This is an optimization exercise on Yosys and OpenROAD, whose aim is small area, a short achievable clock period and few clock cycles, not a production implementation.
The RTL was checked by simulation tests, not by an equivalence proof against the original design.

## go_to_point_steering_controller
module go_to_point_steering_controller (
    input  logic                              clk,
    input  logic                              rst_n,
    input  logic                              in_valid,
    output logic                              in_ready,
    input  logic [1:0]                        in_kind,
    input  logic signed [15:0]                in_waypoint_x,
    input  logic signed [15:0]                in_waypoint_y,
    input  logic signed [15:0]                in_pose_x,
    input  logic signed [15:0]                in_pose_y,
    input  logic signed [14:0]                in_pose_heading,
    output logic                              out_valid,
    input  logic                              out_ready,
    output logic [14:0]                       out_linear_speed,
    output logic signed [15:0]                out_turn_rate,
    output logic [16:0]                       out_distance,
    output logic [2:0]                        out_status,
    output logic                              out_last,
    input  logic                              cfg_we,
    input  logic [gtp_pkg::CFG_IDX_W-1:0]     cfg_index,
    input  logic [gtp_pkg::CFG_DATA_W-1:0]    cfg_data
);
    localparam logic signed [16:0] PI_Q     = 17'sd12868;
    localparam logic signed [16:0] TWO_PI_Q = 17'sd25736;
    localparam int TL = 15;      
  ...
For scale: about 8100 cells after synthesis, ~160 I/O pins.
clock: 12.0 ns
lec_check: 0
cap_margin: 20
core_margin: 2
core_utilization: 62
cts_buf_list: sky130_fd_sc_hd__clkbuf_8
cts_cluster_size: 40
slew_margin: 20
run.sh (not shown) runs the stock make flow with config.mk's settings and CLKGATE_MAP_FILE= SYNTH_SCRIPT=/design/flow/synth_recipe.tcl, a recipe that flattens the netlist after the stock synthesis.
Testbench counts at the start, summed over its fixed seeds: cycles 1,986.
Next try:
--- a/flow/design.v
+++ b/flow/design.v
@@ -90,53 +90,46 @@
     output logic signed [WR-1:0] wr,
     output logic [I+1:0]         sr,
     output logic [16:0]          hr
 );
     localparam int WM = (WP > WR) ? WP : WR;
     localparam int LX = WM - I;    
     logic signed [WM-1:0] wi, ws;
     logic [25:0] xi, xs, wsx, x_new;
     logic [WR-1:0] xsw, w_new;
-    logic s, c, xcy, xneg;
+    logic s, sw, c, xcy, xneg;
     logic [LX-1:0] xlo;
     logic [25-LX:0] xhi;
     logic sec_x, sec_wn;
     always_ff @(posedge clk)
         if (en)
         begin
             sec_x  <= secp;
             sec_wn <= !secp;
         end
     always_comb
     begin
         xi = sec_x ? xr : xp;
         ws = sec_x ? (WM'(wr) >>> (I + 1)) : (WM'(wp) >>> I);
         wi = sec_wn ? WM'(wp) : WM'(wr);
         xs = sec_wn ? (xp >> I) : (xr >> (I + 1));
-        if (sec)
-        begin
-            s  = !wr[WR-1];
-            c  = &wr[I:0];
-        end
-        else
-        begin
-            s  = !wp[WP-1];
-            c  = &wp[I-1:0];
-        end
+        s  = sec_x ? !wr[WR-1] : !wp[WP-1];
+        sw = sec_wn ? !wp[WP-1] : !wr[WR-1];
+        c  = sec_x ? (&wr[I:0]) : (&wp[I-1:0]);
         wsx = 26'(ws);
         xsw = WR'(xs);
         {xcy, xlo} = {1'b0, xi[LX-1:0]} + {1'b0, (s ? wsx[LX-1:0] : ~wsx[LX-1:0])} + (LX+1)'(s ? c : !c);
         xneg = s ? wsx[25] : !wsx[25];
         if (xcy && !xneg)      xhi = xi[25:LX] + 1'b1;
         else if (!xcy && xneg) xhi = xi[25:LX] - 1'b1;
         else                   xhi = xi[25:LX];
         x_new = {xhi, xlo};
-        w_new = WR'(wi) + (s ? ~xsw : xsw) + WR'(s);
+        w_new = WR'(wi) + (sw ? ~xsw : xsw) + WR'(sw);
     end
     always_ff @(posedge clk)
     begin
         if (en)
         begin
             xr <= x_new;
             wr <= w_new;
             sr[I-1:0] <= sec_x ? sr[I-1:0] : sp;
             sr[I]     <= sec_x ? sr[I] : s;
@@ -2965,19 +2958,19 @@
     output logic [16:0]                       out_distance,
     output logic [2:0]                        out_status,
     output logic                              out_last,
     input  logic                              cfg_we,
     input  logic [gtp_pkg::CFG_IDX_W-1:0]     cfg_index,
     input  logic [gtp_pkg::CFG_DATA_W-1:0]    cfg_data
 );
     localparam logic signed [16:0] PI_Q     = 17'sd12868;
     localparam logic signed [16:0] TWO_PI_Q = 17'sd25736;
-    localparam int TL = 15;      
+    localparam int TL = 16;      
     logic [15:0] arrive_tol_reg, deadband_reg, gain_reg;
     logic [14:0] max_turn_reg, min_speed_reg, max_speed_reg;
     logic [13:0] align_reg;
     logic [7:0]  timeout_reg;
     always_ff @(posedge clk or negedge rst_n)
     begin
         if (!rst_n)
         begin
             arrive_tol_reg <= 16'd410;
@@ -3359,18 +3352,30 @@
         if (!(r10_db && r10_al))
             p4_lin = 15'd0;
         else if (r10_dist < 17'(min_speed_reg))
             p4_lin = (min_speed_reg > max_speed_reg) ? max_speed_reg : min_speed_reg;
         else if (r10_dist > 17'(max_speed_reg))
             p4_lin = max_speed_reg;
         else
             p4_lin = r10_dist[14:0];
     end
+    logic signed [15:0] r11_turn;
+    logic [14:0] r11_lin;
+    logic [16:0] r11_dist;
+    logic r11_arr;
+    always_ff @(posedge clk)
+        if (en)
+        begin
+            r11_turn <= p4_turn;
+            r11_lin  <= p4_lin;
+            r11_dist <= r10_dist;
+            r11_arr  <= r10_arr;
+        end
     always_ff @(posedge clk or negedge rst_n)
     begin
         if (!rst_n)
         begin
             for (int j = 1; j <= TL; j++)
             begin
                 tg[j] <= TG_NONE;
                 tgs[j] <= 1'b0;
             end
@@ -3404,40 +3409,40 @@
         e_st = e_steer ? 3'd6 : tge;            
         can_load = !ov || out_ready;
         o_sb = can_load && sb_pend;
         o_sk = can_load && !sb_pend && skv;
         o_e  = can_load && !sb_pend && !skv && e_valid;
         to_sk = e_valid && !o_e && !e_run && (!skv || o_sk);
         e_take = o_e || to_sk;
         freeze = e_valid && !e_take;
         rep_fire = e_take && e_steer;
-        rep_end = gae && r10_arr;
+        rep_end = gae && r11_arr;
     end
     always_ff @(posedge clk or negedge rst_n)
     begin
         if (!rst_n)
         begin
             ov <= 1'b0; sb_pend <= 1'b0; gae <= 1'b0; skv <= 1'b0;
         end
         else
         begin
             ov <= o_sb || o_sk || o_e || (ov && !out_ready);
             if (o_sb)
                 sb_pend <= 1'b0;
-            else if (o_e && e_run && r10_arr)
+            else if (o_e && e_run && r11_arr)
                 sb_pend <= 1'b1;
             if (to_sk)
                 skv <= 1'b1;
             else if (o_sk)
                 skv <= 1'b0;
             if (e_take)
             begin
-                if (e_run && r10_arr)
+                if (e_run && r11_arr)
                     gae <= 1'b0;
                 else if (!e_steer && tge == 3'd1)
                     gae <= 1'b1;
                 else if (!e_steer && (tge == 3'd4 || tge == 3'd5))
                     gae <= 1'b0;
             end
         end
     end
     always_ff @(posedge clk)
@@ -3450,20 +3455,20 @@
         end
         else if (o_sk)
         begin
             olin <= 15'd0; oturn <= 16'sd0; odist <= 17'd0; ost <= skst; olast <= 1'b1;
         end
         else if (o_e)
         begin
             if (e_run)
             begin
-                olin <= p4_lin; oturn <= p4_turn; odist <= r10_dist;
-                ost <= 3'd0; olast <= !r10_arr;
+                olin <= r11_lin; oturn <= r11_turn; odist <= r11_dist;
+                ost <= 3'd0; olast <= !r11_arr;
             end
             else
             begin
                 olin <= 15'd0; oturn <= 16'sd0; odist <= 17'd0;
                 ost <= e_st; olast <= 1'b1;
             end
         end
     end
     assign out_valid        = ov;
Result:
- design area rose by 2.1%
- synthesized area grows by 2.2%
- utilization came out lower by 0.34 points
- die area grows by 2.2%
- count of clock-buffer cells in the layout rose by 3
- routed wire length rises by 4.0%
- worst hold slack stays flat
- register-to-register slack gets worse by 0.40 ns
- setup slack got worse by 0.074 ns
Testbench counts after the change, summed over its fixed seeds: cycles 1,998.

[re-timing with driven ports]
No port has a modelled driver above. Below, the same layouts with a new extraction and two added sets of constraints. Step 1 (the two cells are an assumption about what drives the block):
set clk [get_ports {clk}]
set_driving_cell -lib_cell sky130_fd_sc_hd__clkbuf_16 $clk
set_driving_cell -lib_cell sky130_fd_sc_hd__buf_2 [delete_from_list [all_inputs] $clk]
Step 2, shift: input delay + t, output delay - t, t = (earliest + latest rising clock arrival at the registers) / 2. This alone moves slack from input paths to output paths. Slacks: ideal / step 1 / step 2; pairs: ideal / step 1.
| run | t, ns | setup slack, ns | hold slack, ns | pins driven straight from the clock port |
|---|---|---|---|---|
| the first run | 0.965 | 5.955 / 6.001 / 5.037 | 0.400 / 0.400 / 0.400 | 1 |
| the second run | 1.007 | 5.881 / 5.881 / 5.183 | 0.402 / 0.402 / 0.402 | 1 |
After both steps every run listed still meets setup and hold. The setup slack of the first run, which loses most, moves by +0.046 ns with the drivers and by -0.918 ns with both steps.
